This design comes from an exercise in tuning for small area, a short achievable clock period and few clock cycles per item on the open sky130 flow, not from production work. In this exercise RTL edits were held to simulation tests only and were not proved equivalent to the original. No activity file was given, so power comes from the tool's default toggle rates.

===== design/flow/config.mk =====
export PLATFORM = sky130hd
export DESIGN_NAME = mcm_pipe
export DESIGN_NICKNAME = mcm_pipe
export VERILOG_FILES = /design/flow/design.v
export SDC_FILE = /design/flow/constraint.sdc
export NUM_CORES = 4
export LEC_CHECK = 0
export CAP_MARGIN = 20
export CORE_MARGIN = 2
export CORE_UTILIZATION = 40
export SETUP_SLACK_MARGIN = 3.5
export SLEW_MARGIN = 20

===== design/flow/constraint.sdc =====
create_clock -name core_clock -period 10.0 [get_ports {clk}]
set_input_delay 2.0000 -clock core_clock [delete_from_list [all_inputs] [get_ports {clk}]]
set_output_delay 2.0000 -clock core_clock [all_outputs]
set_load 0.01 [all_outputs]

===== design/flow/design.v =====
package mcm_pkg;
    localparam int unsigned CW = 32;
    function automatic logic [CW-1:0] coef_row(input logic [5:0] idx);
        logic [CW-1:0] c;
        case (idx)
            6'd0: c = 32'b00000000000000000000000001000000;
            6'd1: c = 32'b00000010000010000000000011000001;
            6'd2: c = 32'b00000010000000000000000101000010;
            6'd3: c = 32'b00001100010001000000010001000010;
            6'd4: c = 32'b00010100001010000000010101000010;
            6'd5: c = 32'b00010100001000000010100001000011;
            6'd6: c = 32'b00010100000010000000100001000100;
            6'd7: c = 32'b00010100000001000000100011000100;
            6'd8: c = 32'b00010100000000000000100101000100;
            6'd9: c = 32'b00010010100010010010101001000101;
            6'd10: c = 32'b00010010100000010101000001000110;
            6'd11: c = 32'b00011000010000010011000001000110;
            6'd12: c = 32'b00100000001000011000000100100110;
            6'd13: c = 32'b00100001001000011000010000100101;
            6'd14: c = 32'b00100000000010011000010100100100;
            6'd15: c = 32'b00100001000000011000100010100100;
            6'd16: c = 32'b00100010000000010100000000100100;
            6'd17: c = 32'b00100100010001010010000000100100;
            6'd18: c = 32'b00100100001010010000000100100100;
            6'd19: c = 32'b00101100001000010010010000100100;
            6'd20: c = 32'b00110100000010010000010000100100;
            6'd21: c = 32'b00110001100000100000100000100011;
            6'd22: c = 32'b00110010100000100101000000100010;
            6'd23: c = 32'b00101001010100100101000100100010;
            6'd24: c = 32'b00100000010010101000000000000010;
            6'd25: c = 32'b00100000010001101000000010000010;
            6'd26: c = 32'b00100000010000101000000100000010;
            6'd27: c = 32'b00011001010000101000010000000010;
            6'd28: c = 32'b00010000001010101000010100000010;
            6'd29: c = 32'b00010000001000101000100010000001;
            6'd30: c = 32'b00010000000010100100000000000000;
            6'd31: c = 32'b00001000000001100100000100000000;
            6'd32: c = 32'b00000100000000000000000000110000;
            6'd33: c = 32'b00000100000000000000000000110000;
            6'd34: c = 32'b01111001100000010000000010110001;
            6'd35: c = 32'b01111001100000010000000010110001;
            6'd36: c = 32'b01110010100010010000000100110010;
            6'd37: c = 32'b01110010100010010000000100110010;
            6'd38: c = 32'b01101010100001010010010000110011;
            6'd39: c = 32'b01101010100001010010010000110011;
            6'd40: c = 32'b01100010100000010000010000110100;
            6'd41: c = 32'b01100010100000010000010000110100;
            6'd42: c = 32'b01011001010100010000010010110101;
            6'd43: c = 32'b01011001010100010000010010110101;
            6'd44: c = 32'b01010000010010010000010100110110;
            6'd45: c = 32'b01010000010010010000010100110110;
            6'd46: c = 32'b01001000010001010010100000110111;
            6'd47: c = 32'b01001000010001010010100000110111;
            6'd48: c = 32'b01000000010000010000100000101000;
            6'd49: c = 32'b01000000010000010000100000101000;
            6'd50: c = 32'b10111001010000010000100010101001;
            6'd51: c = 32'b10111001010000010000100010101001;
            6'd52: c = 32'b10110000001010010000100100101010;
            6'd53: c = 32'b10110000001010010000100100101010;
            6'd54: c = 32'b10101000001001010010101000101011;
            6'd55: c = 32'b10101000001001010010101000101011;
            6'd56: c = 32'b10100000001000010101000000101100;
            6'd57: c = 32'b10100000001000010101000000101100;
            6'd58: c = 32'b10011001001000010101000010101101;
            6'd59: c = 32'b10011001001000010101000010101101;
            6'd60: c = 32'b10010000000010010101000100101110;
            6'd61: c = 32'b10010000000010010101000100101110;
            6'd62: c = 32'b10001000000001010011000000101111;
            6'd63: c = 32'b10001000000001010011000000101111;
            default: c = '0;
        endcase
        coef_row = c;
    endfunction
endpackage
module mcm_lane #(
    parameter int unsigned CW = 32
) (
    input  logic [7:0]    x,
    input  logic [CW-1:0] c,
    output logic [63:0]   y
);
    wire n1;
    wire n2;
    wire n3;
    wire n4;
    wire n5;
    wire n6;
    wire n7;
    wire n8;
    wire n9;
    wire n10;
    wire n11;
    wire n12;
    wire n13;
    wire n14;
    wire n15;
    wire n16;
    wire n17;
    wire n18;
    wire n19;
    wire n20;
    wire n21;
    wire n22;
    wire n23;
    wire n24;
    wire n25;
    wire n26;
    wire n27;
    wire n28;
    wire n29;
    wire n30;
    wire n31;
    wire n32;
    wire n33;
    wire n34;
    wire n35;
    wire n36;
    wire n37;
    wire n38;
    wire n39;
    wire n40;
    wire n41;
    wire n42;
    wire n43;
    wire n44;
    wire n45;
    wire n46;
    wire n47;
    wire n48;
    wire n49;
    wire n50;
    wire n51;
    wire n52;
    wire n53;
    wire n54;
    wire n55;
    wire n56;
    wire n57;
    wire n58;
    wire n59;
    wire n60;
    wire n61;
    wire n62;
    wire n63;
    wire n64;
    wire n65;
    wire n69;
    wire n70;
    wire n71;
    wire n72;
    wire n73;
    wire n74;
    wire n75;
    wire n76;
    wire n77;
    wire n78;
    wire n79;
    wire n80;
    wire n81;
    wire n82;
    wire n83;
    wire n84;
    wire n85;
    wire n86;
    wire n87;
    wire n88;
    wire n89;
    wire n90;
    wire n91;
    wire n92;
    wire n93;
    wire n94;
    wire n95;
    wire n96;
    wire n97;
    wire n98;
    wire n99;
    wire n100;
    wire n101;
    wire n102;
    wire n103;
    wire n104;
    wire n105;
    wire n106;
    wire n107;
    wire n108;
    wire n109;
    wire n110;
    wire n111;
    wire n112;
    wire n113;
    wire n114;
    wire n115;
    wire n116;
    wire n117;
    wire n118;
    wire n119;
    wire n120;
    wire n121;
    wire n122;
    wire n123;
    wire n124;
    wire n125;
    wire n126;
    wire n127;
    wire n128;
    wire n129;
    wire n130;
    wire n131;
    wire n132;
    wire n133;
    wire n134;
    wire n135;
    wire n136;
    wire n137;
    wire n138;
    wire n139;
    wire n140;
    wire n141;
    wire n142;
    wire n143;
    wire n144;
    wire n145;
    wire n146;
    wire n147;
    wire n148;
    wire n149;
    wire n150;
    wire n151;
    wire n152;
    wire n153;
    wire n157;
    wire n158;
    wire n159;
    wire n160;
    wire n161;
    wire n162;
    wire n163;
    wire n164;
    wire n165;
    wire n166;
    wire n167;
    wire n168;
    wire n169;
    wire n170;
    wire n171;
    wire n172;
    wire n173;
    wire n174;
    wire n175;
    wire n176;
    wire n177;
    wire n178;
    wire n179;
    wire n180;
    wire n181;
    wire n182;
    wire n183;
    wire n184;
    wire n185;
    wire n186;
    wire n187;
    wire n188;
    wire n189;
    wire n190;
    wire n191;
    wire n192;
    wire n193;
    wire n194;
    wire n195;
    wire n196;
    wire n197;
    wire n198;
    wire n199;
    wire n200;
    wire n201;
    wire n202;
    wire n203;
    wire n204;
    wire n205;
    wire n206;
    wire n207;
    wire n208;
    wire n209;
    wire n210;
    wire n211;
    wire n212;
    wire n213;
    wire n214;
    wire n215;
    wire n216;
    wire n217;
    wire n218;
    wire n219;
    wire n220;
    wire n221;
    wire n222;
    wire n223;
    wire n224;
    wire n225;
    wire n226;
    wire n227;
    wire n228;
    wire n229;
    wire n230;
    wire n231;
    wire n232;
    wire n233;
    wire n234;
    wire n235;
    wire n236;
    wire n237;
    wire n238;
    wire n239;
    wire n240;
    wire n241;
    wire n245;
    wire n246;
    wire n247;
    wire n248;
    wire n249;
    wire n250;
    wire n251;
    wire n252;
    wire n253;
    wire n254;
    wire n255;
    wire n256;
    wire n257;
    wire n258;
    wire n259;
    wire n260;
    wire n261;
    wire n262;
    wire n263;
    wire n264;
    wire n265;
    wire n266;
    wire n267;
    wire n268;
    wire n269;
    wire n270;
    wire n271;
    wire n272;
    wire n273;
    wire n274;
    wire n275;
    wire n276;
    wire n277;
    wire n278;
    wire n279;
    wire n280;
    wire n281;
    wire n282;
    wire n283;
    wire n284;
    wire n285;
    wire n286;
    wire n287;
    wire n288;
    wire n289;
    wire n290;
    wire n291;
    wire n292;
    wire n293;
    wire n294;
    wire n295;
    wire n296;
    wire n297;
    wire n298;
    wire n299;
    wire n300;
    wire n301;
    wire n302;
    wire n303;
    wire n304;
    wire n305;
    wire n306;
    wire n307;
    wire n308;
    wire n309;
    assign n1 = ~((c[0] & x[0]));
    assign n2 = ~((c[0] & x[1]));
    assign n3 = ~((c[0] & x[2]));
    assign n4 = ~((c[0] & x[3]));
    assign n5 = ~((c[0] & x[4]));
    assign n6 = ~((c[0] & x[5]));
    assign n7 = ~((c[0] & x[6]));
    assign n8 = ~((c[0] & x[7]));
    assign n9 = ~((c[1] & x[0]));
    assign n10 = ~((c[1] & x[1]));
    assign n11 = ~((c[1] & x[2]));
    assign n12 = ~((c[1] & x[3]));
    assign n13 = ~((c[1] & x[4]));
    assign n14 = ~((c[1] & x[5]));
    assign n15 = ~((c[1] & x[6]));
    assign n16 = ~((c[1] & x[7]));
    assign n17 = ~((c[2] & x[0]));
    assign n18 = ~((c[2] & x[1]));
    assign n19 = ~((c[2] & x[2]));
    assign n20 = ~((c[2] & x[3]));
    assign n21 = ~((c[2] & x[4]));
    assign n22 = ~((c[2] & x[5]));
    assign n23 = ~((c[2] & x[6]));
    assign n24 = ~((c[2] & x[7]));
    assign n25 = (c[3] & x[0]);
    assign n26 = (c[3] & x[1]) | (c[4] & x[0]);
    assign n27 = (c[3] & x[2]) | (c[4] & x[1]);
    assign n28 = (c[3] & x[3]) | (c[4] & x[2]);
    assign n29 = (c[3] & x[4]) | (c[4] & x[3]);
    assign n30 = (c[3] & x[5]) | (c[4] & x[4]);
    assign n31 = (c[3] & x[6]) | (c[4] & x[5]);
    assign n32 = (c[3] & x[7]) | (c[4] & x[6]);
    assign n33 = (c[4] & x[7]);
    assign n34 = n3 ^ n10;
    assign n35 = n3 & n10;
    assign n36 = n4 ^ n11 ^ n18;
    assign n37 = (n4 & n11) | (n18 & (n4 ^ n11));
    assign n38 = n5 ^ n12 ^ n19;
    assign n39 = (n5 & n12) | (n19 & (n5 ^ n12));
    assign n40 = n6 ^ n13 ^ n20;
    assign n41 = (n6 & n13) | (n20 & (n6 ^ n13));
    assign n42 = n7 ^ n14 ^ n21;
    assign n43 = (n7 & n14) | (n21 & (n7 ^ n14));
    assign n44 = n8 ^ n15 ^ n22;
    assign n45 = (n8 & n15) | (n22 & (n8 ^ n15));
    assign n46 = n16 ^ n23 ^ n30;
    assign n47 = (n16 & n23) | (n30 & (n16 ^ n23));
    assign n48 = n2 ^ n9;
    assign n49 = n2 & n9;
    assign n50 = n34 ^ n17 ^ 1'b1;
    assign n51 = (n34 & n17) | (1'b1 & (n34 ^ n17));
    assign n52 = n35 ^ n36 ^ n25;
    assign n53 = (n35 & n36) | (n25 & (n35 ^ n36));
    assign n54 = n37 ^ n38 ^ n26;
    assign n55 = (n37 & n38) | (n26 & (n37 ^ n38));
    assign n56 = n39 ^ n40 ^ n27;
    assign n57 = (n39 & n40) | (n27 & (n39 ^ n40));
    assign n58 = n41 ^ n42 ^ n28;
    assign n59 = (n41 & n42) | (n28 & (n41 ^ n42));
    assign n60 = n43 ^ n44 ^ n29;
    assign n61 = (n43 & n44) | (n29 & (n43 ^ n44));
    assign n62 = n45 ^ n46 ^ 1'b1;
    assign n63 = (n45 & n46) | (1'b1 & (n45 ^ n46));
    assign n64 = n47 ^ n24 ^ n31;
    assign n65 = (n47 & n24) | (n31 & (n47 ^ n24));
    wire [12:0] n66 = {1'b1, n33, n65, n63, n61, n59, n57, n55, n53, n51, n49, n48, n1};
    wire [12:0] n67 = {1'b0, 1'b1, n32, n64, n62, n60, n58, n56, n54, n52, n50, 1'b1, 1'b0};
    wire [12:0] n68 = n66 + n67 + 13'd1;
    assign y[15:0] = {{3{n68[12]}}, n68};
    assign n69 = (c[5] & x[0]);
    assign n70 = (c[5] & x[1]) | (c[6] & x[0]);
    assign n71 = (c[5] & x[2]) | (c[6] & x[1]);
    assign n72 = (c[5] & x[3]) | (c[6] & x[2]);
    assign n73 = (c[5] & x[4]) | (c[6] & x[3]);
    assign n74 = (c[5] & x[5]) | (c[6] & x[4]);
    assign n75 = (c[5] & x[6]) | (c[6] & x[5]);
    assign n76 = (c[5] & x[7]) | (c[6] & x[6]);
    assign n77 = (c[6] & x[7]);
    assign n78 = ~((c[7] & x[0]));
    assign n79 = ~((c[7] & x[1]) | (c[8] & x[0]));
    assign n80 = ~((c[7] & x[2]) | (c[8] & x[1]) | (c[9] & x[0]));
    assign n81 = ~((c[7] & x[3]) | (c[8] & x[2]) | (c[9] & x[1]));
    assign n82 = ~((c[7] & x[4]) | (c[8] & x[3]) | (c[9] & x[2]));
    assign n83 = ~((c[7] & x[5]) | (c[8] & x[4]) | (c[9] & x[3]));
    assign n84 = ~((c[7] & x[6]) | (c[8] & x[5]) | (c[9] & x[4]));
    assign n85 = ~((c[7] & x[7]) | (c[8] & x[6]) | (c[9] & x[5]));
    assign n86 = ~((c[8] & x[7]) | (c[9] & x[6]));
    assign n87 = ~((c[9] & x[7]));
    assign n88 = ~((c[10] & x[0]));
    assign n89 = ~((c[10] & x[1]) | (c[11] & x[0]));
    assign n90 = ~((c[10] & x[2]) | (c[11] & x[1]) | (c[12] & x[0]));
    assign n91 = ~((c[10] & x[3]) | (c[11] & x[2]) | (c[12] & x[1]));
    assign n92 = ~((c[10] & x[4]) | (c[11] & x[3]) | (c[12] & x[2]));
    assign n93 = ~((c[10] & x[5]) | (c[11] & x[4]) | (c[12] & x[3]));
    assign n94 = ~((c[10] & x[6]) | (c[11] & x[5]) | (c[12] & x[4]));
    assign n95 = ~((c[10] & x[7]) | (c[11] & x[6]) | (c[12] & x[5]));
    assign n96 = ~((c[11] & x[7]) | (c[12] & x[6]));
    assign n97 = ~((c[12] & x[7]));
    assign n98 = (c[13] & x[0]);
    assign n99 = (c[13] & x[1]);
    assign n100 = (c[13] & x[2]) | (c[14] & x[0]);
    assign n101 = (c[13] & x[3]) | (c[14] & x[1]);
    assign n102 = (c[13] & x[4]) | (c[14] & x[2]) | (c[15] & x[0]);
    assign n103 = (c[13] & x[5]) | (c[14] & x[3]) | (c[15] & x[1]);
    assign n104 = (c[13] & x[6]) | (c[14] & x[4]) | (c[15] & x[2]);
    assign n105 = (c[13] & x[7]) | (c[14] & x[5]) | (c[15] & x[3]);
    assign n106 = (c[14] & x[6]) | (c[15] & x[4]);
    assign n107 = (c[14] & x[7]) | (c[15] & x[5]);
    assign n108 = (c[15] & x[6]);
    assign n109 = (c[15] & x[7]);
    assign n110 = n80 ^ n88;
    assign n111 = n80 & n88;
    assign n112 = n81 ^ n89;
    assign n113 = n81 & n89;
    assign n114 = n82 ^ n90;
    assign n115 = n82 & n90;
    assign n116 = n69 ^ n83 ^ n91;
    assign n117 = (n69 & n83) | (n91 & (n69 ^ n83));
    assign n118 = n70 ^ n84 ^ n92;
    assign n119 = (n70 & n84) | (n92 & (n70 ^ n84));
    assign n120 = n71 ^ n85 ^ n93;
    assign n121 = (n71 & n85) | (n93 & (n71 ^ n85));
    assign n122 = n72 ^ n86 ^ n94;
    assign n123 = (n72 & n86) | (n94 & (n72 ^ n86));
    assign n124 = n73 ^ n87 ^ n95;
    assign n125 = (n73 & n87) | (n95 & (n73 ^ n87));
    assign n126 = n74 ^ n96 ^ n108;
    assign n127 = (n74 & n96) | (n108 & (n74 ^ n96));
    assign n128 = n75 ^ n97 ^ n109;
    assign n129 = (n75 & n97) | (n109 & (n75 ^ n97));
    assign n130 = n110 ^ n100;
    assign n131 = n110 & n100;
    assign n132 = n111 ^ n112 ^ n101;
    assign n133 = (n111 & n112) | (n101 & (n111 ^ n112));
    assign n134 = n113 ^ n114 ^ n102;
    assign n135 = (n113 & n114) | (n102 & (n113 ^ n114));
    assign n136 = n115 ^ n116 ^ n103;
    assign n137 = (n115 & n116) | (n103 & (n115 ^ n116));
    assign n138 = n117 ^ n118 ^ n104;
    assign n139 = (n117 & n118) | (n104 & (n117 ^ n118));
    assign n140 = n119 ^ n120 ^ n105;
    assign n141 = (n119 & n120) | (n105 & (n119 ^ n120));
    assign n142 = n121 ^ n122 ^ n106;
    assign n143 = (n121 & n122) | (n106 & (n121 ^ n122));
    assign n144 = n123 ^ n124 ^ n107;
    assign n145 = (n123 & n124) | (n107 & (n123 ^ n124));
    assign n146 = n125 ^ n126 ^ 1'b1;
    assign n147 = (n125 & n126) | (1'b1 & (n125 ^ n126));
    assign n148 = n127 ^ n128 ^ 1'b1;
    assign n149 = (n127 & n128) | (1'b1 & (n127 ^ n128));
    assign n150 = n129 ^ n76;
    assign n151 = n129 & n76;
    assign n152 = n77 ^ 1'b1;
    assign n153 = n77 & 1'b1;
    wire [13:0] n154 = {n151, n149, n147, n145, n143, n141, n139, n137, n135, n133, n131, n130, n79, n78};
    wire [13:0] n155 = {n152, n150, n148, n146, n144, n142, n140, n138, n136, n134, n132, 1'b1, n99, n98};
    wire [13:0] n156 = n154 + n155 + 14'd1;
    assign y[31:16] = {2'd0, n156};
    assign n157 = (c[16] & x[0]);
    assign n158 = (c[16] & x[1]) | (c[17] & x[0]);
    assign n159 = (c[16] & x[2]) | (c[17] & x[1]);
    assign n160 = (c[16] & x[3]) | (c[17] & x[2]);
    assign n161 = (c[16] & x[4]) | (c[17] & x[3]);
    assign n162 = (c[16] & x[5]) | (c[17] & x[4]);
    assign n163 = (c[16] & x[6]) | (c[17] & x[5]);
    assign n164 = (c[16] & x[7]) | (c[17] & x[6]);
    assign n165 = (c[17] & x[7]);
    assign n166 = ~((c[18] & x[0]));
    assign n167 = ~((c[18] & x[1]) | (c[19] & x[0]));
    assign n168 = ~((c[18] & x[2]) | (c[19] & x[1]) | (c[20] & x[0]));
    assign n169 = ~((c[18] & x[3]) | (c[19] & x[2]) | (c[20] & x[1]));
    assign n170 = ~((c[18] & x[4]) | (c[19] & x[3]) | (c[20] & x[2]));
    assign n171 = ~((c[18] & x[5]) | (c[19] & x[4]) | (c[20] & x[3]));
    assign n172 = ~((c[18] & x[6]) | (c[19] & x[5]) | (c[20] & x[4]));
    assign n173 = ~((c[18] & x[7]) | (c[19] & x[6]) | (c[20] & x[5]));
    assign n174 = ~((c[19] & x[7]) | (c[20] & x[6]));
    assign n175 = ~((c[20] & x[7]));
    assign n176 = ~((c[21] & x[0]));
    assign n177 = ~((c[21] & x[1]) | (c[22] & x[0]));
    assign n178 = ~((c[21] & x[2]) | (c[22] & x[1]) | (c[23] & x[0]));
    assign n179 = ~((c[21] & x[3]) | (c[22] & x[2]) | (c[23] & x[1]));
    assign n180 = ~((c[21] & x[4]) | (c[22] & x[3]) | (c[23] & x[2]));
    assign n181 = ~((c[21] & x[5]) | (c[22] & x[4]) | (c[23] & x[3]));
    assign n182 = ~((c[21] & x[6]) | (c[22] & x[5]) | (c[23] & x[4]));
    assign n183 = ~((c[21] & x[7]) | (c[22] & x[6]) | (c[23] & x[5]));
    assign n184 = ~((c[22] & x[7]) | (c[23] & x[6]));
    assign n185 = ~((c[23] & x[7]));
    assign n186 = (c[24] & x[0]);
    assign n187 = (c[24] & x[1]);
    assign n188 = (c[24] & x[2]) | (c[25] & x[0]);
    assign n189 = (c[24] & x[3]) | (c[25] & x[1]);
    assign n190 = (c[24] & x[4]) | (c[25] & x[2]) | (c[26] & x[0]);
    assign n191 = (c[24] & x[5]) | (c[25] & x[3]) | (c[26] & x[1]);
    assign n192 = (c[24] & x[6]) | (c[25] & x[4]) | (c[26] & x[2]);
    assign n193 = (c[24] & x[7]) | (c[25] & x[5]) | (c[26] & x[3]);
    assign n194 = (c[25] & x[6]) | (c[26] & x[4]);
    assign n195 = (c[25] & x[7]) | (c[26] & x[5]);
    assign n196 = (c[26] & x[6]);
    assign n197 = (c[26] & x[7]);
    assign n198 = n168 ^ n176;
    assign n199 = n168 & n176;
    assign n200 = n169 ^ n177;
    assign n201 = n169 & n177;
    assign n202 = n170 ^ n178;
    assign n203 = n170 & n178;
    assign n204 = n157 ^ n171 ^ n179;
    assign n205 = (n157 & n171) | (n179 & (n157 ^ n171));
    assign n206 = n158 ^ n172 ^ n180;
    assign n207 = (n158 & n172) | (n180 & (n158 ^ n172));
    assign n208 = n159 ^ n173 ^ n181;
    assign n209 = (n159 & n173) | (n181 & (n159 ^ n173));
    assign n210 = n160 ^ n174 ^ n182;
    assign n211 = (n160 & n174) | (n182 & (n160 ^ n174));
    assign n212 = n161 ^ n175 ^ n183;
    assign n213 = (n161 & n175) | (n183 & (n161 ^ n175));
    assign n214 = n162 ^ n184 ^ n196;
    assign n215 = (n162 & n184) | (n196 & (n162 ^ n184));
    assign n216 = n163 ^ n185 ^ n197;
    assign n217 = (n163 & n185) | (n197 & (n163 ^ n185));
    assign n218 = n198 ^ n188;
    assign n219 = n198 & n188;
    assign n220 = n199 ^ n200 ^ n189;
    assign n221 = (n199 & n200) | (n189 & (n199 ^ n200));
    assign n222 = n201 ^ n202 ^ n190;
    assign n223 = (n201 & n202) | (n190 & (n201 ^ n202));
    assign n224 = n203 ^ n204 ^ n191;
    assign n225 = (n203 & n204) | (n191 & (n203 ^ n204));
    assign n226 = n205 ^ n206 ^ n192;
    assign n227 = (n205 & n206) | (n192 & (n205 ^ n206));
    assign n228 = n207 ^ n208 ^ n193;
    assign n229 = (n207 & n208) | (n193 & (n207 ^ n208));
    assign n230 = n209 ^ n210 ^ n194;
    assign n231 = (n209 & n210) | (n194 & (n209 ^ n210));
    assign n232 = n211 ^ n212 ^ n195;
    assign n233 = (n211 & n212) | (n195 & (n211 ^ n212));
    assign n234 = n213 ^ n214 ^ 1'b1;
    assign n235 = (n213 & n214) | (1'b1 & (n213 ^ n214));
    assign n236 = n215 ^ n216 ^ 1'b1;
    assign n237 = (n215 & n216) | (1'b1 & (n215 ^ n216));
    assign n238 = n217 ^ n164;
    assign n239 = n217 & n164;
    assign n240 = n165 ^ 1'b1;
    assign n241 = n165 & 1'b1;
    wire [13:0] n242 = {n239, n237, n235, n233, n231, n229, n227, n225, n223, n221, n219, n218, n167, n166};
    wire [13:0] n243 = {n240, n238, n236, n234, n232, n230, n228, n226, n224, n222, n220, 1'b1, n187, n186};
    wire [13:0] n244 = n242 + n243 + 14'd1;
    assign y[47:32] = {2'd0, n244};
    assign n245 = ~((c[27] & x[0]));
    assign n246 = ~((c[27] & x[1]));
    assign n247 = ~((c[27] & x[2]));
    assign n248 = ~((c[27] & x[3]));
    assign n249 = ~((c[27] & x[4]));
    assign n250 = ~((c[27] & x[5]));
    assign n251 = ~((c[27] & x[6]));
    assign n252 = ~((c[27] & x[7]));
    assign n253 = ~((c[28] & x[0]));
    assign n254 = ~((c[28] & x[1]));
    assign n255 = ~((c[28] & x[2]));
    assign n256 = ~((c[28] & x[3]));
    assign n257 = ~((c[28] & x[4]));
    assign n258 = ~((c[28] & x[5]));
    assign n259 = ~((c[28] & x[6]));
    assign n260 = ~((c[28] & x[7]));
    assign n261 = ~((c[29] & x[0]));
    assign n262 = ~((c[29] & x[1]));
    assign n263 = ~((c[29] & x[2]));
    assign n264 = ~((c[29] & x[3]));
    assign n265 = ~((c[29] & x[4]));
    assign n266 = ~((c[29] & x[5]));
    assign n267 = ~((c[29] & x[6]));
    assign n268 = ~((c[29] & x[7]));
    assign n269 = (c[30] & x[0]);
    assign n270 = (c[30] & x[1]) | (c[31] & x[0]);
    assign n271 = (c[30] & x[2]) | (c[31] & x[1]);
    assign n272 = (c[30] & x[3]) | (c[31] & x[2]);
    assign n273 = (c[30] & x[4]) | (c[31] & x[3]);
    assign n274 = (c[30] & x[5]) | (c[31] & x[4]);
    assign n275 = (c[30] & x[6]) | (c[31] & x[5]);
    assign n276 = (c[30] & x[7]) | (c[31] & x[6]);
    assign n277 = (c[31] & x[7]);
    assign n278 = n247 ^ n254;
    assign n279 = n247 & n254;
    assign n280 = n248 ^ n255 ^ n262;
    assign n281 = (n248 & n255) | (n262 & (n248 ^ n255));
    assign n282 = n249 ^ n256 ^ n263;
    assign n283 = (n249 & n256) | (n263 & (n249 ^ n256));
    assign n284 = n250 ^ n257 ^ n264;
    assign n285 = (n250 & n257) | (n264 & (n250 ^ n257));
    assign n286 = n251 ^ n258 ^ n265;
    assign n287 = (n251 & n258) | (n265 & (n251 ^ n258));
    assign n288 = n252 ^ n259 ^ n266;
    assign n289 = (n252 & n259) | (n266 & (n252 ^ n259));
    assign n290 = n260 ^ n267 ^ n274;
    assign n291 = (n260 & n267) | (n274 & (n260 ^ n267));
    assign n292 = n246 ^ n253;
    assign n293 = n246 & n253;
    assign n294 = n278 ^ n261 ^ 1'b1;
    assign n295 = (n278 & n261) | (1'b1 & (n278 ^ n261));
    assign n296 = n279 ^ n280 ^ n269;
    assign n297 = (n279 & n280) | (n269 & (n279 ^ n280));
    assign n298 = n281 ^ n282 ^ n270;
    assign n299 = (n281 & n282) | (n270 & (n281 ^ n282));
    assign n300 = n283 ^ n284 ^ n271;
    assign n301 = (n283 & n284) | (n271 & (n283 ^ n284));
    assign n302 = n285 ^ n286 ^ n272;
    assign n303 = (n285 & n286) | (n272 & (n285 ^ n286));
    assign n304 = n287 ^ n288 ^ n273;
    assign n305 = (n287 & n288) | (n273 & (n287 ^ n288));
    assign n306 = n289 ^ n290 ^ 1'b1;
    assign n307 = (n289 & n290) | (1'b1 & (n289 ^ n290));
    assign n308 = n291 ^ n268 ^ n275;
    assign n309 = (n291 & n268) | (n275 & (n291 ^ n268));
    wire [12:0] n310 = {1'b1, n277, n309, n307, n305, n303, n301, n299, n297, n295, n293, n292, n245};
    wire [12:0] n311 = {1'b0, 1'b1, n276, n308, n306, n304, n302, n300, n298, n296, n294, 1'b1, 1'b0};
    wire [12:0] n312 = n310 + n311 + 13'd1;
    assign y[63:48] = {{3{n312[12]}}, n312};
endmodule
import mcm_pkg::*;
module mcm_pipe (
    input  logic         clk,
    input  logic         rst,
    input  logic         in_valid,
    output logic         in_ready,
    input  logic [31:0]  in_x,
    input  logic [4:0]   in_frac,
    input  logic         in_mode,
    output logic         out_valid,
    input  logic         out_ready,
    output logic [255:0] out_y
);
    logic                    v_q;
    logic [31:0]             x_q;
    logic [mcm_pkg::CW-1:0]  c_q;
    assign in_ready  = !v_q || out_ready;
    assign out_valid = v_q;
    always_ff @(posedge clk) begin
        if (rst) v_q <= 1'b0;
        else if (in_ready) v_q <= in_valid;
    end
    always_ff @(posedge clk) begin
        if (in_ready) begin
            x_q <= in_x;
            c_q <= mcm_pkg::coef_row({in_mode, in_frac});
        end
    end
    for (genvar ch = 0; ch < 4; ch++) begin : g_lane
        mcm_lane #(.CW(mcm_pkg::CW)) u_lane (.x(x_q[ch*8 +: 8]), .c(c_q), .y(out_y[ch*64 +: 64]));
    end
endmodule

===== design/flow/run.sh =====
#!/bin/bash
# synth_recipe.tcl (not shown) runs the flow's synth.tcl, then flattens the netlist and writes it again
# the make line also repeats each setting of config.mk as NAME=value (left out here)
make -C /OpenROAD-flow-scripts/flow DESIGN_CONFIG=/design/flow/config.mk WORK_HOME=/design/flow/orfs CLKGATE_MAP_FILE= SYNTH_SCRIPT=/design/flow/synth_recipe.tcl finish

==> results.sh, run 1 <==
export IMPL_ys_seq_area_frac=0.08626
export IMPL_final_nets=3495
export IMPL_initial_core_util=0.4063
export IMPL_min_period_ps=6386
export IMPL_drt_vias_per_instance=5.791
export IMPL_synth_main_ff_cell="edfxtp_1"
export IMPL_io_pins=300
export IMPL_setup_viol=0
export IMPL_vias=21450
export IMPL_p_total_mw=8.491
export IMPL_rsz0062_at_grt="yes"
export IMPL_place_inst=3633
export IMPL_worstSetupPathType="reg2out"
export IMPL_startpoint="x_q[29]"
export IMPL_intPower_mw=4.314
export IMPL_postCtsHoldBufs=0
export IMPL_synth_top_area_cell="fa_1"
export IMPL_max_slew_margin=0.3570
export IMPL_cp_end_kind="output port"
export IMPL_fmax_ghz=0.1566
export IMPL_cts_htree_levels=3
export IMPL_switching_share=0.4919
export IMPL_netlist_instances=2780
export IMPL_final_period_utilization=0.6386
export IMPL_async_flop_share=0
export IMPL_grt_pass1_wl_um=109100
export IMPL_drc=0
export IMPL_cts_tree="built"
export IMPL_cp_required_ps=8000
export IMPL_min_from="v_q"
export IMPL_p_comb_frac=0.922
export IMPL_synth_cell_types=76
export IMPL_ys_top_cells_by_area="fa_1, ha_1, edfxtp_1"
export IMPL_wl_met3_um=4751
export IMPL_r2r_start="v_q"
export IMPL_routedWlPerCell_um=18.99
export IMPL_clk_pin_slew_ps=60
export IMPL_p_leak_nw=12.27
export IMPL_syn_area_um2=22510
export IMPL_drt_met1_wl_um=32080
export IMPL_hold_violations=0
export IMPL_wirelength_um=70330
export IMPL_cts_sinks=65
export IMPL_r2r_slack_ps=8280
export IMPL_synth_top_area_share=0.1921
export IMPL_root_buffer="clkbuf_16"
export IMPL_drt_pass1_iterations=14
export IMPL_die_w_um=241.2
export IMPL_finClkSkew_ps=6.144
export IMPL_rows=86
export IMPL_die_y_um=241.2
export IMPL_fin_cells=3704
export IMPL_core_um2=55420
export IMPL_drv_cap=0
export IMPL_first_global_vias=20310
export IMPL_tightest_slew_ps=961.5
export IMPL_critPathLaunchType="flop"
export IMPL_gp_congestion=0.8788
export IMPL_clk_path_buf_depth=2
export IMPL_ant_nets=0
export IMPL_cts_buffers=9
export IMPL_vdd_drop_max_v=0.0003117
export IMPL_synth_edff_count=64
export IMPL_seq_power_share=0.040
export IMPL_power_frac_clock=0.038
export IMPL_insertion_delay_ps=370
export IMPL_top_layer_used="met4"
export IMPL_cp_data_arrival_time_ps=4390
export IMPL_setup_tns_final_ps=0
export IMPL_drv_slew=0
export IMPL_layout_drive_gt1_share=0.06870
export IMPL_p_per_area_nw_per_um2=316.4
export IMPL_io_buffer_count=283
export IMPL_overflow=0
export IMPL_place_hpwl_um=50370
export IMPL_path_max_fanout=32
export IMPL_outcome="finished clean"
export IMPL_syn_avg_cell_area_um2=8.098
export IMPL_switchingPower_mw=4.177
export IMPL_dieArea_um2=58200
export IMPL_dr_wl_met2_um=31940
export IMPL_grt_max_degree=52
export IMPL_track_usage=0.2328
export IMPL_synth_warnings=1
export IMPL_syn2layout_area_growth_pct=19.21
export IMPL_hold_class="reg2reg"
export IMPL_drtIter0Drc=2212
export IMPL_synth_seq_cells=65
export IMPL_antenna_found_initial=0
## state kept, by name, summed over array words and instances, names as in the netlist
name,cells
c_q,32
x_q,32
v_q,1
## power groups by stage
stage | registers, mW | clock network (mW) | logic, mW
2_1_floorplan | 0.350 | 0 | 4.48
3_3_place_gp | 0.372 | 0 | 7.55
3_5_place_dp | 0.375 | 0 | 7.62
4_1_cts | 0.337 | 0.327 | 7.72
5_1_grt | 0.342 | 0.338 | 8.54
6_report | 0.340 | 0.323 | 7.83
## cells in the mapped netlist, drive strengths merged, types with 64 or more instances
| library cell | n |
|---|---|
| a21oi | 122 |
| a222oi | 128 |
| a22o | 109 |
| a22oi | 76 |
| and2 | 80 |
| clkbuf | 207 |
| edfxtp | 64 |
| fa | 216 |
| ha | 287 |
| inv | 402 |
| nand2 | 260 |
| nor2 | 151 |
| o21ai | 101 |
| xnor2 | 107 |
## path summary, 6_finish.rpt
check / end / depth (start not counted)
worst max register to register: c_q[0] / 2
worst min-delay path: v_q / 2
worst max-delay path: out_y[235] / 13
worst min register to register: v_q / 2
## repair_timing
action	in CTS	in global routing
pin swaps	15	40
setup buffers	44	9
gates resized for setup	48	99
gates cloned	0	1
setup endpoints to repair	70	55
## layout make-up
type                    instances  area (um2)
diodes                          1       2.502
clock buffers                   9       225.2
clock inverters                 7       46.29
fillers                      5393       28580
inverters                     403        1513
multi-input cells            2070       18230
flip-flops and latches         65        1942
well taps                     748       935.9
repair buffers                401        3940
## cell usage in the layout (no fill, tap or decap), drive strengths merged, types with 34 or more instances in the layout
cell type	n
nor2	151
a22oi	76
inv	403
edfxtp	64
and2	80
a21o	44
o21a	39
a222oi	128
xor2	41
nor2b	34
a22o	109
o21ai	101
xnor2	107
clkdlybuf4s50	252
a21oi	122
ha	287
fa	216
nand2	260
buf	118
## per-layer routing
layer / up-vias / GRT usage
met5: - / 0
met4: 0 / 0.05612
met3: 86 / 0.02689
met2: 874 / 0.3723
met1: 10510 / 0.3348
li1: 9984 / -
## kinds of logic (layout without fill, tap and decap cells)
| kind of cell | after synthesis | in the layout | share of synthesized area |
|---|---|---|---|
| buffers and inverters | 660 | 820 | 0.1168 |
| adder cells (fa/ha/maj) | 503 | 503 | 0.3516 |
| XOR/XNOR | 148 | 148 | 0.05758 |
| multiplexers | 5 | 5 | 0.002223 |
| AO/OA/AOI/OAI | 739 | 739 | 0.2466 |
| AND/OR/NAND/NOR | 659 | 659 | 0.1388 |
| flip-flops | 65 | 65 | 0.08626 |
| other | 1 | 17 | 0.0001666 |
## stage by stage
step | setup slack [ps] | util | hold WS [ps] | cell area [um2]
final | 3614 | 0.4843 | 768.5 | 26840
after global routing | 3454 | 0.4842 | 833.6 | 26830
after CTS | 3493 | 0.4772 | 809.6 | 26440
after detailed placement | 3143 | 0.4639 | 794.9 | 25710
after global placement | 3241 | 0.4639 | 787.2 | 25710
after floorplan | 3935 | - | 1992 | 22570
## critical path, stage by stage (launching register included)
cell and delay [ps]:
edfxtp_1 380, buf_6 210, a222oi_1 390, inv_1 110
fa_1 500, fa_1 540, inv_1 50, ha_1 360
a21oi_1 180, o21ai_1 140, o31a_1 340, nor2_1 120
xnor2_1 120, clkdlybuf4s50_1 560
Testbench counts, summed over its fixed seeds: cycles 9,608, items 9,600.
==> inputs of run 2 (changes only) <==
--- a/design/flow/config.mk
+++ b/design/flow/config.mk
@@ -10,3 +10,3 @@
 export CORE_UTILIZATION = 40
-export SETUP_SLACK_MARGIN = 3.5
+export SETUP_SLACK_MARGIN = 4
 export SLEW_MARGIN = 20
==> results.sh, run 2 <==
export IMPL_outcome="finished clean"
export IMPL_cts_htree_levels=3
export IMPL_worstSetupEndpoint="out_y[27]"
export IMPL_final_nets=3635
export IMPL_io_buffer_count=283
export IMPL_startpoint="c_q[9]"
export IMPL_r2r_start="v_q"
export IMPL_vias=22550
export IMPL_routedWlPerCell_um=20.76
export IMPL_p_total_mw=9.467
export IMPL_cp_depth=14
export IMPL_worstSetupPathType="reg2out"
export IMPL_fmax_ghz=0.1583
export IMPL_gp_congestion=0.8883
export IMPL_grt_pass1_wl_um=118900
export IMPL_clk_path_buf_depth=2
export IMPL_ant_nets=0
export IMPL_wl_met3_um=6305
export IMPL_worst_r2r_path_depth=2
export IMPL_drc=0
export IMPL_drt_met1_wl_um=33950
export IMPL_r2r_slack_ps=8250
export IMPL_tightest_slew_ps=858.1
export IMPL_synth_seq_cells=65
export IMPL_p_per_area_nw_per_um2=317.7
export IMPL_critPathLaunchType="flop"
export IMPL_initial_core_util=0.4063
export IMPL_p_leak_nw=13.80
export IMPL_grt_max_degree=53
export IMPL_drt_vias_per_instance=5.869
export IMPL_ys_top_cells_by_count="inv_1, ha_1, nand2_1"
export IMPL_final_period_utilization=0.6318
export IMPL_async_flop_share=0
export IMPL_synth_top_area_share=0.1921
export IMPL_mostFrequentLayoutCells="inv_1, nand2_1, ha_1"
export IMPL_insertion_delay_ps=380
export IMPL_cp_data_arrival_time_ps=4320
export IMPL_rows=86
export IMPL_antennaDiodeCount=0
export IMPL_vdd_drop_max_v=0.0002690
export IMPL_cp_end_kind="output port"
export IMPL_clk_pin_slew_ps=70
export IMPL_synth_most_common_cell="inv_1"
export IMPL_setup_tns_final_ps=0
export IMPL_finClkSkew_ps=5.551
export IMPL_cts_buffers=9
export IMPL_first_global_vias=21770
export IMPL_wirelength_um=79770
export IMPL_overflow=0
export IMPL_syn_area_um2=22510
export IMPL_max_slew_margin=0.4279
export IMPL_reg_largest_list="c_q (32), x_q (32), v_q (1)"
export IMPL_synth_main_ff_cell="edfxtp_1"
export IMPL_drt_pass1_iterations=13
export IMPL_drv_slew=0
export IMPL_die_y_um=241.2
export IMPL_fillers=5037
export IMPL_dieArea_um2=58200
export IMPL_setup_viol=0
export IMPL_place_hpwl_um=50350
export IMPL_max_stage_delay_ps=550
export IMPL_synth_cell_types=76
export IMPL_path_max_fanout=4
export IMPL_core_um2=55420
export IMPL_path_delay_family="adder cells"
export IMPL_top_layer_used="met5"
export IMPL_layout_commonest_cell="inv_1"
export IMPL_hold_class="reg2reg"
export IMPL_antenna_found_initial=2
export IMPL_cts_sinks=65
export IMPL_ys_top_cells_by_area="fa_1, ha_1, edfxtp_1"
export IMPL_synth_edff_count=64
export IMPL_hold_violations=0
export IMPL_syn_avg_cell_area_um2=8.098
export IMPL_drtIter0Drc=2527
export IMPL_syn2layout_area_growth_pct=32.35
export IMPL_min_period_ps=6318
export IMPL_critPathBufInv=5
export IMPL_io_pins=300
export IMPL_synth_top_area_cell="fa_1"
export IMPL_cp_required_ps=8000
export IMPL_root_buffer="clkbuf_16"
export IMPL_die_w_um=241.2
export IMPL_cts_tree="built"
export IMPL_r2r_end="x_q[31]"
export IMPL_cpMaxStageDelayCell="fa_1"
export IMPL_dr_wl_met2_um=37690
export IMPL_synth_warnings=1
export IMPL_track_usage=0.2562
export IMPL_rsz0062_at_grt="yes"
export IMPL_layout_drive_gt1_share=0.1897
export IMPL_path_cells="buf_6 -> buf_12 -> buf_12 -> buf_8 -> a222oi_1 -> fa_1 -> fa_1 -> ha_4 -> a21o_1 -> a21o_4 -> o31a_1 -> or4b_1 -> nand3_2 -> buf_6"
export IMPL_drv_cap=0
export IMPL_postCtsHoldBufs=0
export IMPL_ys_seq_area_frac=0.08626
export IMPL_netlist_instances=2780
==> run 2: worst min-delay path by stage <==
stage	startpoint	end	slack [ps]	cells after the start
6_report	v_q	v_q	740	2
5_1_grt	v_q	v_q	780	2
4_1_cts	v_q	v_q	770	2
3_5_place_dp	v_q	v_q	750	2
3_3_place_gp	v_q	v_q	750	2
2_1_floorplan	v_q	v_q	1990	2
==> run 2: through the flow <==
step,utilization,hold WS (ps),cell area [um2],cells,setup slack (ps)
CTS,0.5099,765.0,28260,3769,3650
finish,0.5377,735.6,29800,3843,3682
floorplan,-,1992,22580,2795,4132
global placement,0.4645,746.5,25740,3636,3258
global route,0.5377,781.9,29800,3843,3519
detailed placement,0.4645,754.5,25740,3636,3142
==> run 2: layer usage <==
layer | up-vias | GRT usage
li1 | 10300 | -
met4 | 2 | 0.07052
met2 | 1027 | 0.4271
met5 | - | 0
met3 | 119 | 0.02541
met1 | 11110 | 0.3536
==> run 2: report_power, final <==
part	total [mW]	internal, mW	switching (mW)
logic	8.76	4.27	4.49
registers	0.347	0.326	0.0212
clock network	0.362	0.196	0.166
total	9.47	4.79	4.68
==> run 2: what timing repair did <==
action / in CTS / in global routing
cloned: 14 / 10
gates resized for setup: 422 / 354
buffers inserted: 103 / 64
pin swaps: 118 / 196
setup endpoints to repair: 151 / 135
==> run 2: final cells by class <==
class / count / area [um2] / area share
Tap cell: 748 / 935.9 / 0.03141
Inverter: 403 / 1513 / 0.05077
Clock buffer: 9 / 225.2 / 0.007559
Multi-Input combinational cell: 2070 / 19400 / 0.6510
Timing Repair Buffer: 541 / 5708 / 0.1916
Clock inverter: 7 / 76.32 / 0.002562
Sequential cell: 65 / 1942 / 0.06517
==> run 2: cells by family (layout without fill, tap and decap cells) <==
logic type | count (synthesis) | after routing | synth area share
AO/OA/AOI/OAI | 739 | 739 | 0.2466
buffers and inverters | 660 | 960 | 0.1168
AND/OR/NAND/NOR | 659 | 659 | 0.1388
adder cells (fa/ha/maj) | 503 | 503 | 0.3516
XOR/XNOR | 148 | 148 | 0.05758
flip-flops | 65 | 65 | 0.08626
multiplexers | 5 | 5 | 0.002223
other | 1 | 16 | 0.0001666
==> run 2: worst min-delay path: stages (launching register included) <==
cell and delay, ps:
dfxtp_1 330, nand2b_4 260, a21oi_1 110
==> inputs of run 3 (changes only) <==
--- a/design/flow/config.mk
+++ b/design/flow/config.mk
@@ -10,3 +10,3 @@
 export CORE_UTILIZATION = 40
-export SETUP_SLACK_MARGIN = 4
+export SETUP_SLACK_MARGIN = 3.7
 export SLEW_MARGIN = 20
==> results.sh, run 3 <==
export IMPL_outcome="finished clean"
export IMPL_synth_top_area_cell="fa_1"
export IMPL_synth_cell_types=76
export IMPL_initial_core_util=0.4063
export IMPL_synth_top_family_by_area="adder cells"
export IMPL_cp_data_arrival_time_ps=4390
export IMPL_regArea_um2=1942
export IMPL_die_y_um=241.2
export IMPL_reg_largest_list="c_q (32), x_q (32), v_q (1)"
export IMPL_place_hpwl_um=50370
export IMPL_synth_xor_area_frac=0.05758
export IMPL_drt_met1_wl_um=32780
export IMPL_grt_max_degree=52
export IMPL_synth_warnings=1
export IMPL_multi_input_area_um2=18540
export IMPL_grt_pass1_wl_um=110800
export IMPL_finClkSkew_ps=5.519
export IMPL_startpoint="c_q[8]"
export IMPL_switchingPower_mw=4.287
export IMPL_ys_top_cells_by_count="inv_1, ha_1, nand2_1"
export IMPL_die_w_um=241.2
export IMPL_fillers=5279
export IMPL_first_global_vias=20510
export IMPL_syn_area_um2=22510
export IMPL_drc=0
export IMPL_synth_most_common_cell="inv_1"
export IMPL_hold_class="reg2reg"
export IMPL_tightest_slew_ps=983.1
export IMPL_core_um2=55420
export IMPL_synthMuxAreaShare=0.002223
export IMPL_rsz0062_at_grt="yes"
export IMPL_track_usage=0.2372
export IMPL_max_slew_margin=0.3426
export IMPL_vdd_drop_max_v=0.0002391
export IMPL_synth_seq_cells=65
export IMPL_final_period_utilization=0.6386
export IMPL_cts_sinks=65
export IMPL_fmax_ghz=0.1566
export IMPL_worstSetupEndpoint="out_y[219]"
export IMPL_wirelength_um=73050
export IMPL_drtIter0Drc=2273
export IMPL_setup_viol=0
export IMPL_overflow=0
export IMPL_critPathLaunchType="flop"
export IMPL_io_pins=300
export IMPL_antennaDiodeCount=0
export IMPL_cp_end_kind="output port"
export IMPL_antenna_found_initial=1
export IMPL_drv_cap=0
export IMPL_placed_cell_area_um2=25710
export IMPL_synth_edff_count=64
export IMPL_async_flop_share=0
export IMPL_power_frac_clock=0.037
export IMPL_cts_buffers=9
export IMPL_layout_commonest_cell="inv_1"
export IMPL_cts_htree_levels=3
export IMPL_wl_met3_um=5742
export IMPL_p_comb_frac=0.924
export IMPL_r2r_start="v_q"
export IMPL_p_per_area_nw_per_um2=311.1
export IMPL_io_buffer_count=283
export IMPL_synth_fa_ha_area_frac=0.3516
export IMPL_switching_share=0.4929
export IMPL_drt_pass1_iterations=13
export IMPL_drt_vias_per_instance=5.805
export IMPL_place_ws_ps=3143
export IMPL_yosys_area_share_simple=0.1388
export IMPL_netlist_instances=2780
export IMPL_vias=21810
export IMPL_r2r_end="c_q[0]"
export IMPL_p_total_mw=8.698
export IMPL_intPower_mw=4.410
export IMPL_min_period_ps=6386
export IMPL_mostFrequentLayoutCells="inv_1, ha_1, nand2_1"
export IMPL_path_max_fanout=8
export IMPL_root_buffer="clkbuf_16"
export IMPL_final_nets=3548
export IMPL_top_layer_used="met4"
export IMPL_holdPathStages=2
export IMPL_seq_power_share=0.039
export IMPL_synth_compound_area_share=0.2466
export IMPL_hold_violations=0
export IMPL_clk_path_buf_depth=2
export IMPL_gp_congestion=0.8788
export IMPL_ys_seq_area_frac=0.08626
export IMPL_cp_required_ps=8000
export IMPL_clk_pin_slew_ps=70
export IMPL_ys_top_cells_by_area="fa_1, ha_1, edfxtp_1"
export IMPL_r2r_slack_ps=8290
export IMPL_synth_main_ff_cell="edfxtp_1"
export IMPL_routedWlPerCell_um=19.45
export IMPL_insertion_delay_ps=370
export IMPL_fin_area_um2=27950
export IMPL_dr_wl_met2_um=33010
export IMPL_dieArea_um2=58200
export IMPL_syn_avg_cell_area_um2=8.098
export IMPL_cts_tree="built"
export IMPL_ant_nets=0
export IMPL_synth_top_area_share=0.1921
export IMPL_syn2layout_area_growth_pct=24.17
export IMPL_drv_slew=0
export IMPL_rows=86
export IMPL_layout_drive_gt1_share=0.1044
export IMPL_p_leak_nw=12.88
export IMPL_setup_tns_final_ps=0
export IMPL_worstSetupPathType="reg2out"
export IMPL_setup_ws_ps=3614
export IMPL_worst_r2r_path_depth=2
==> run 3: cell counts after synthesis <==
No cell type changed its count.
==> run 3: power by group through the flow <==
stage               sequential (mW)  clock (mW)  combinational (mW)
finish                        0.341       0.322                8.03
CTS                           0.340       0.327                7.76
global route                  0.344       0.336                8.75
detailed placement            0.375           0                7.62
floorplan                     0.350           0                4.48
global placement              0.372           0                7.55
==> run 3: worst min-delay path by stage <==
stage / start / end / slack (ps)
after floorplan: v_q / v_q / 1990
after global routing: v_q / v_q / 830
final: v_q / v_q / 770
after global placement: v_q / v_q / 790
after detailed placement: v_q / v_q / 790
after CTS: v_q / v_q / 810
==> run 3: metrics by stage <==
stage	utilization	cells	hold slack (ps)
2_1_floorplan	-	2795	1992
3_3_place_gp	0.4639	3633	787.2
3_5_place_dp	0.4639	3633	794.9
4_1_cts	0.4868	3714	809.6
5_1_grt	0.5044	3756	833.6
6_report	0.5044	3756	768.2
==> run 3: cell families after synthesis <==
group / count (synthesis)
compound gates: 739
buf+inv: 660
simple gates: 659
fa+ha+maj: 503
xor+xnor: 148
flops: 65
mux: 5
other cells: 1
==> run 3: repair_timing <==
action / in CTS / in global routing
gates cloned: 5 / 8
buffers inserted: 60 / 34
hold buffers: 0 / 0
resized for setup: 150 / 170
endpoints found under the hold margin: 0 / 0
endpoints found under the setup margin: 104 / 98
pin swaps: 36 / 72
==> run 3: area by class of cell <==
type | count | area share
Multi-Input combinational cell | 2070 | 0.6633
Timing Repair Buffer | 454 | 0.1699
Sequential cell | 65 | 0.06947
Inverter | 403 | 0.05411
Tap cell | 748 | 0.03348
Clock buffer | 9 | 0.008057
Clock inverter | 7 | 0.001656
==> run 3: critical path, cell delays in order (launching register included) <==
cell       delay [ps]
edfxtp_1          450
buf_4             170
clkbuf_16         160
a222oi_1          350
ha_1              300
inv_1              80
fa_1              410
inv_1              60
ha_1              280
a21oi_1           200
nor2b_1            80
or3_4             340
o311a_4           350
o41ai_4           390
xnor2_2           190
buf_2             180
==> run 3: metal layers <==
metal  global-route usage  vias up
met5                    0        -
met4              0.05948        0
met3              0.02564       93
met2               0.3784     1000
met1               0.3421    10610
li1                     -    10100
==> inputs of run 4 (changes only) <==
--- a/design/flow/config.mk
+++ b/design/flow/config.mk
@@ -9,4 +9,4 @@
 export CORE_MARGIN = 2
-export CORE_UTILIZATION = 40
-export SETUP_SLACK_MARGIN = 3.7
+export CORE_UTILIZATION = 55
+export SETUP_SLACK_MARGIN = 3.5
 export SLEW_MARGIN = 20
==> results.sh, run 4 <==
export IMPL_outcome="finished clean"
export IMPL_cts_sinks=65
export IMPL_hold_class="reg2reg"
export IMPL_r2r_slack_ps=8200
export IMPL_drc=0
export IMPL_insertion_delay_ps=370
export IMPL_mostFrequentLayoutCells="inv_1, ha_1, nand2_1"
export IMPL_async_flop_share=0
export IMPL_hold_ws_ps=997.6
export IMPL_min_period_ps=6465
export IMPL_final_period_utilization=0.6465
export IMPL_p_per_area_nw_per_um2=318.2
export IMPL_first_global_vias=20590
export IMPL_cts_htree_levels=3
export IMPL_postLayoutCoreUtil=0.6517
export IMPL_grt_max_degree=49
export IMPL_fin_area_um2=26490
export IMPL_syn2layout_area_growth_pct=17.66
export IMPL_root_buffer="clkbuf_16"
export IMPL_cp_data_arrival_time_ps=4460
export IMPL_synth_top_area_share=0.1921
export IMPL_cp_end_kind="output port"
export IMPL_setup_viol=0
export IMPL_setup_tns_final_ps=0
export IMPL_critPathLaunchType="flop"
export IMPL_cp_required_ps=8000
export IMPL_syn_area_um2=22510
export IMPL_die_y_um=206.3
export IMPL_grt_pass1_wl_um=107100
export IMPL_r2r_start="v_q"
export IMPL_finClkSkew_ps=18.04
export IMPL_rsz0062_at_grt="yes"
export IMPL_setup_ws_ps=3535
export IMPL_path_max_fanout=16
export IMPL_synth_main_ff_cell="edfxtp_1"
export IMPL_place_inst=3415
export IMPL_p_total_mw=8.430
export IMPL_dieArea_um2=42570
export IMPL_antennaDiodeCount=0
export IMPL_drv_cap=0
export IMPL_clk_pin_slew_ps=70
export IMPL_netlist_instances=2780
export IMPL_synth_most_common_cell="inv_1"
export IMPL_layout_drive_gt1_share=0.06224
export IMPL_synth_cell_types=76
export IMPL_drt_vias_per_instance=6.247
export IMPL_max_slew_margin=0.4099
export IMPL_worst_r2r_path_depth=2
export IMPL_routedWlPerCell_um=19.63
export IMPL_regArea_um2=1942
export IMPL_synth_edff_count=64
export IMPL_ys_top_cells_by_count="inv_1, ha_1, nand2_1"
export IMPL_r2r_end="x_q[27]"
export IMPL_synth_top_area_cell="fa_1"
export IMPL_core_um2=40650
export IMPL_fmax_ghz=0.1547
export IMPL_holdPathStages=1
export IMPL_cts_buffers=9
export IMPL_placed_cell_area_um2=25420
export IMPL_drtIter0Drc=2375
export IMPL_p_leak_nw=12.28
export IMPL_multi_input_area_um2=18170
export IMPL_gp_congestion=0.8936
export IMPL_synth_warnings=1
export IMPL_overflow=0
export IMPL_place_hpwl_um=47560
export IMPL_cts_tree="built"
export IMPL_fillers=3491
export IMPL_track_usage=0.3132
export IMPL_worstSetupPathType="reg2out"
export IMPL_ant_nets=0
export IMPL_place_ws_ps=3267
export IMPL_die_w_um=206.3
export IMPL_drv_slew=0
export IMPL_fin_cells=3472
export IMPL_tightest_slew_ps=882.4
export IMPL_clk_path_buf_depth=2
export IMPL_syn_avg_cell_area_um2=8.098
export IMPL_hold_violations=0
export IMPL_initial_core_util=0.5539
export IMPL_rows=74
export IMPL_reg_largest_list="c_q (32), x_q (32), v_q (1)"
export IMPL_synth_seq_cells=65
export IMPL_whs_endpoint="x_q[22]"
export IMPL_min_from="v_q"
export IMPL_ys_top_cells_by_area="fa_1, ha_1, edfxtp_1"
export IMPL_final_nets=3480
export IMPL_io_buffer_count=283
export IMPL_layout_commonest_cell="inv_1"
export IMPL_ys_seq_area_frac=0.08626
export IMPL_drt_pass1_iterations=13
export IMPL_wirelength_um=68160
export IMPL_vdd_drop_max_v=0.0003641
export IMPL_vias=21690
export IMPL_io_pins=300
export IMPL_antenna_found_initial=1
==> run 4: cell types whose count changed in the layout (fill, tap and decap cells not counted), moves of 10 or more <==
| cell | previous run | this run |
|---|---|---|
| buf_4 | 109 | 60 |
| clkdlybuf4s50_1 | 218 | 247 |
| ha_1 | 270 | 285 |
| ha_4 | 14 | 0 |
| buf_12 | 23 | 10 |
| o21ai_0 | 83 | 96 |
| dlygate4sd2_1 | 16 | 4 |
| buf_2 | 10 | 0 |
==> run 4: cell type report <==
type                    instances  share of cell area
repair buffers                386              0.1472
well taps                     532             0.02513
inverters                     403             0.05711
multi-input cells            2070              0.6859
clock inverters                 7            0.002881
flip-flops and latches         65             0.07331
clock buffers                   9            0.008502
==> run 4: power breakdown <==
group / switching (mW) / total, mW / internal (mW)
clock: 0.156 / 0.352 / 0.196
sequential: 0.0113 / 0.337 / 0.325
combinational: 3.95 / 7.74 / 3.79
total: 4.11 / 8.43 / 4.32
==> run 4: worst max path at each step <==
stage          startpoint          to  cells after the start
6_report           x_q[5]   out_y[45]                     14
5_1_grt            x_q[4]   out_y[45]                     14
4_1_cts            x_q[1]   out_y[45]                     14
3_5_place_dp      c_q[18]  out_y[109]                     13
3_3_place_gp      c_q[18]  out_y[107]                     13
2_1_floorplan      c_q[0]  out_y[205]                     14
==> run 4: cells by family after synthesis <==
group | share of synthesized area
AOI/OAI and AO/OA | 0.2466
buffers and inverters | 0.1168
DFF | 0.08626
other | 0.0001666
and+or+nand+nor | 0.1388
adders and majority gates | 0.3516
xor gates and xnor gates | 0.05758
muxes | 0.002223
==> run 4: layer usage <==
layer / routed length, um / vias up / global-route usage
met5: 0 / - / 0
li1: - / 9962 / -
met3: 6214 / 124 / 0.03343
met4: 1888 / 0 / 0.09847
met2: 30890 / 1123 / 0.5055
met1: 29170 / 10480 / 0.4406
==> run 4: worst max-delay path: stages (launching register included) <==
cell and delay (ps):
edfxtp_1 530, buf_6 240, a222oi_1 270, inv_1 110, fa_1 540, inv_1 50, fa_1 470, ha_1 380
o21ai_0 200, nand2b_1 130, a21o_1 200, a211oi_1 230, a21oi_1 60, o211ai_1 110, clkdlybuf4s50_1 570
==> run 4: timing repair <==
| item | 4_1_cts | 5_1_grt |
|---|---|---|
| hold buffers | 0 | 0 |
| pin swaps | 17 | 31 |
| buffers inserted | 31 | 9 |
| endpoints found under the hold margin | 0 | 0 |
| setup endpoints to repair | 77 | 62 |
| resized for setup | 47 | 90 |
| gates cloned | 0 | 1 |
==> inputs of run 5 (changes only) <==
==> design/flow/flow/run.sh (new file) <==
#!/bin/bash
set -euo pipefail
cd "$(dirname "$0")/.."
export BUFFER_PORTS_ARGS="-buffer_cell sky130_fd_sc_hd__buf_2"
bash standard.sh > standard_flow.log 2>&1
==> design/flow/standard.sh (new file) <==
#!/bin/bash
# synth_recipe.tcl (not shown) runs the flow's synth.tcl, then flattens the netlist and writes it again
# the make line also repeats each setting of config.mk as NAME=value (left out here)
make -C /OpenROAD-flow-scripts/flow DESIGN_CONFIG=/design/flow/config.mk WORK_HOME=/design/flow/orfs CLKGATE_MAP_FILE= SYNTH_SCRIPT=/design/flow/synth_recipe.tcl "${@:-finish}"
--- a/design/flow/config.mk
+++ b/design/flow/config.mk
@@ -9,3 +9,3 @@
 export CORE_MARGIN = 2
-export CORE_UTILIZATION = 55
+export CORE_UTILIZATION = 40
 export SETUP_SLACK_MARGIN = 3.5
removed: design/flow/run.sh
==> results.sh, run 5 <==
export IMPL_setup_tns_final_ps=0
export IMPL_rsz0062_at_grt="yes"
export IMPL_final_period_utilization=0.6343
export IMPL_cp_required_ps=8000
export IMPL_gp_congestion=0.8800
export IMPL_root_buffer="clkbuf_16"
export IMPL_place_hpwl_um=50470
export IMPL_async_flop_share=0
export IMPL_ys_top_cells_by_count="inv_1, ha_1, nand2_1"
export IMPL_grt_max_degree=53
export IMPL_cp_data_arrival_time_ps=4340
export IMPL_vias=21460
export IMPL_core_um2=55420
export IMPL_finClkSkew_ps=5.489
export IMPL_whs_endpoint="v_q"
export IMPL_setup_ws_ps=3657
export IMPL_ys_top_cells_by_area="fa_1, ha_1, edfxtp_1"
export IMPL_antenna_found_initial=2
export IMPL_drv_cap=0
export IMPL_worstSetupPathType="reg2out"
export IMPL_io_buffer_count=283
export IMPL_path_max_fanout=17
export IMPL_track_usage=0.2352
export IMPL_wirelength_um=70240
export IMPL_tightest_slew_ps=833.1
export IMPL_vdd_drop_max_v=0.0001982
export IMPL_synth_warnings=1
export IMPL_die_y_um=241.2
export IMPL_holdPathStages=2
export IMPL_fin_cells=3692
export IMPL_syn2layout_area_growth_pct=11.33
export IMPL_cts_sinks=65
export IMPL_clk_path_buf_depth=2
export IMPL_p_per_area_nw_per_um2=295.2
export IMPL_synth_top_area_share=0.1921
export IMPL_cts_tree="built"
export IMPL_max_slew_margin=0.4446
export IMPL_critPathLaunchType="flop"
export IMPL_drt_vias_per_instance=5.812
export IMPL_place_inst=3629
export IMPL_outcome="finished clean"
export IMPL_insertion_delay_ps=380
export IMPL_drv_slew=0
export IMPL_min_period_ps=6343
export IMPL_cts_buffers=9
export IMPL_p_leak_nw=12.00
export IMPL_cp_end_kind="output port"
export IMPL_routedWlPerCell_um=19.02
export IMPL_die_w_um=241.2
export IMPL_r2r_slack_ps=8280
export IMPL_syn_avg_cell_area_um2=8.098
export IMPL_drt_pass1_iterations=11
export IMPL_setup_viol=0
export IMPL_synth_cell_types=76
export IMPL_hold_class="reg2reg"
export IMPL_reg_largest_list="c_q (32), x_q (32), v_q (1)"
export IMPL_first_global_vias=20490
export IMPL_mostFrequentLayoutCells="inv_1, ha_1, buf_2"
export IMPL_rows=86
export IMPL_synth_most_common_cell="inv_1"
export IMPL_ys_seq_area_frac=0.08626
export IMPL_place_ws_ps=3482
export IMPL_synth_top_area_cell="fa_1"
export IMPL_synth_edff_count=64
export IMPL_layout_drive_gt1_share=0.1515
export IMPL_hold_ws_ps=750.4
export IMPL_r2r_end="x_q[13]"
export IMPL_syn_area_um2=22510
export IMPL_hold_violations=0
export IMPL_worst_r2r_path_depth=2
export IMPL_drtIter0Drc=2275
export IMPL_ant_nets=0
export IMPL_clk_pin_slew_ps=70
export IMPL_drc=0
export IMPL_io_pins=300
export IMPL_postLayoutCoreUtil=0.4523
export IMPL_cts_htree_levels=3
export IMPL_layout_commonest_cell="inv_1"
export IMPL_r2r_start="v_q"
export IMPL_min_from="v_q"
export IMPL_dieArea_um2=58200
export IMPL_fmax_ghz=0.1577
export IMPL_synth_seq_cells=65
export IMPL_netlist_instances=2780
export IMPL_overflow=0
export IMPL_final_nets=3483
export IMPL_synth_main_ff_cell="edfxtp_1"
export IMPL_grt_pass1_wl_um=110100
export IMPL_initial_core_util=0.4063
run 5: layer usage:
| layer | up-vias | GRT usage | share of wire |
|---|---|---|---|
| met2 | 918 | 0.3827 | 0.46 |
| met1 | 10490 | 0.3295 | 0.44 |
| met5 | - | 0 | 0.00016 |
| met4 | 2 | 0.06977 | 0.024 |
| li1 | 9961 | - | - |
| met3 | 85 | 0.02473 | 0.073 |
run 5: cell type report:
cell class / instances / area, um2
Multi-Input combinational cell: 2070 / 18070
Tap cell: 748 / 935.9
Clock inverter: 7 / 76.32
Fill cell: 5514 / 30350
Inverter: 403 / 1513
Timing Repair Buffer: 389 / 2303
Sequential cell: 65 / 1942
Antenna cell: 1 / 2.502
Clock buffer: 9 / 225.2
run 5: cells by family after synthesis:
kind of cell | count (synthesis) | share of synthesized area
xor gates and xnor gates | 148 | 0.05758
AOI/OAI and AO/OA | 739 | 0.2466
DFF | 65 | 0.08626
and+or+nand+nor | 659 | 0.1388
other | 1 | 0.0001666
muxes | 5 | 0.002223
buffers and inverters | 660 | 0.1168
adders and majority gates | 503 | 0.3516
run 5: worst max path at each step:
| stage | start | end | slack (ps) | depth (start not counted) |
|---|---|---|---|---|
| global route | x_q[4] | out_y[44] | 3480 | 14 |
| detailed placement | c_q[21] | out_y[44] | 3480 | 13 |
| finish | c_q[6] | out_y[27] | 3660 | 10 |
| floorplan | c_q[0] | out_y[205] | 3930 | 14 |
| CTS | c_q[17] | out_y[236] | 3550 | 13 |
| global placement | c_q[21] | out_y[44] | 3660 | 13 |
run 5: per-stage QoR:
step / total power [mW] / cell area (um2)
finish: 7.398 / 25060
global route: 8.135 / 25060
CTS: 7.365 / 24820
detailed placement: 6.933 / 24260
global placement: 6.834 / 24260
floorplan: 4.832 / 22570
run 5: where the power goes:
part           total (mW)  switching [mW]  internal, mW
clock               0.359           0.163         0.196
sequential          0.341          0.0155         0.325
combinational        6.70            3.90          2.79
total                7.40            4.08          3.31
run 5: timing repair:
action / 4_1_cts / 5_1_grt
gates resized for setup: 0 / 28
pin swaps: 0 / 8
setup endpoints to repair: 32 / 24
buffers inserted: 31 / 15
hold buffers: 0 / 0
run 5: critical path, cell delays in order, from the launching register on:
cell and delay, ps:
edfxtp_1 710, a22o_1 380, fa_1 580, fa_1 440, ha_1 360, a21o_1 190, a21o_1 220, o31a_1 360
or4b_1 480, nand3_1 90, buf_2 150

what the ideal ports hide:
In the flow no input, the clock included, has a driving cell. The finished layouts below were timed again as built, in two steps.
Step 1 (the two cells are an assumption about what drives the block):
set clk [get_ports {clk}]
set_driving_cell -lib_cell sky130_fd_sc_hd__clkbuf_16 $clk
set_driving_cell -lib_cell sky130_fd_sc_hd__buf_2 [delete_from_list [all_inputs] $clk]
Step 2 times the ports against the registers' clock, not the clock port: input delays grow and output delays shrink by t, the midpoint of the rising clock arrivals with the driver on.
a / b / c = ideal / step 1 / step 2; a / b = the first two.
run	t (ns)	slack for setup (ns)	hold WS [ns]
run 1	0.419	3.614 / 3.566 / 3.985	0.769 / 0.769 / 0.769
run 2	0.431	3.682 / 3.632 / 4.063	0.736 / 0.736 / 0.736
run 3	0.418	3.614 / 3.566 / 3.984	0.768 / 0.768 / 0.768
run 4	0.418	3.535 / 3.481 / 3.900	0.998 / 0.998 / 0.998
run 5	0.422	3.657 / 3.608 / 4.030	0.750 / 0.750 / 0.750
After both steps setup and hold are still met in every run listed.
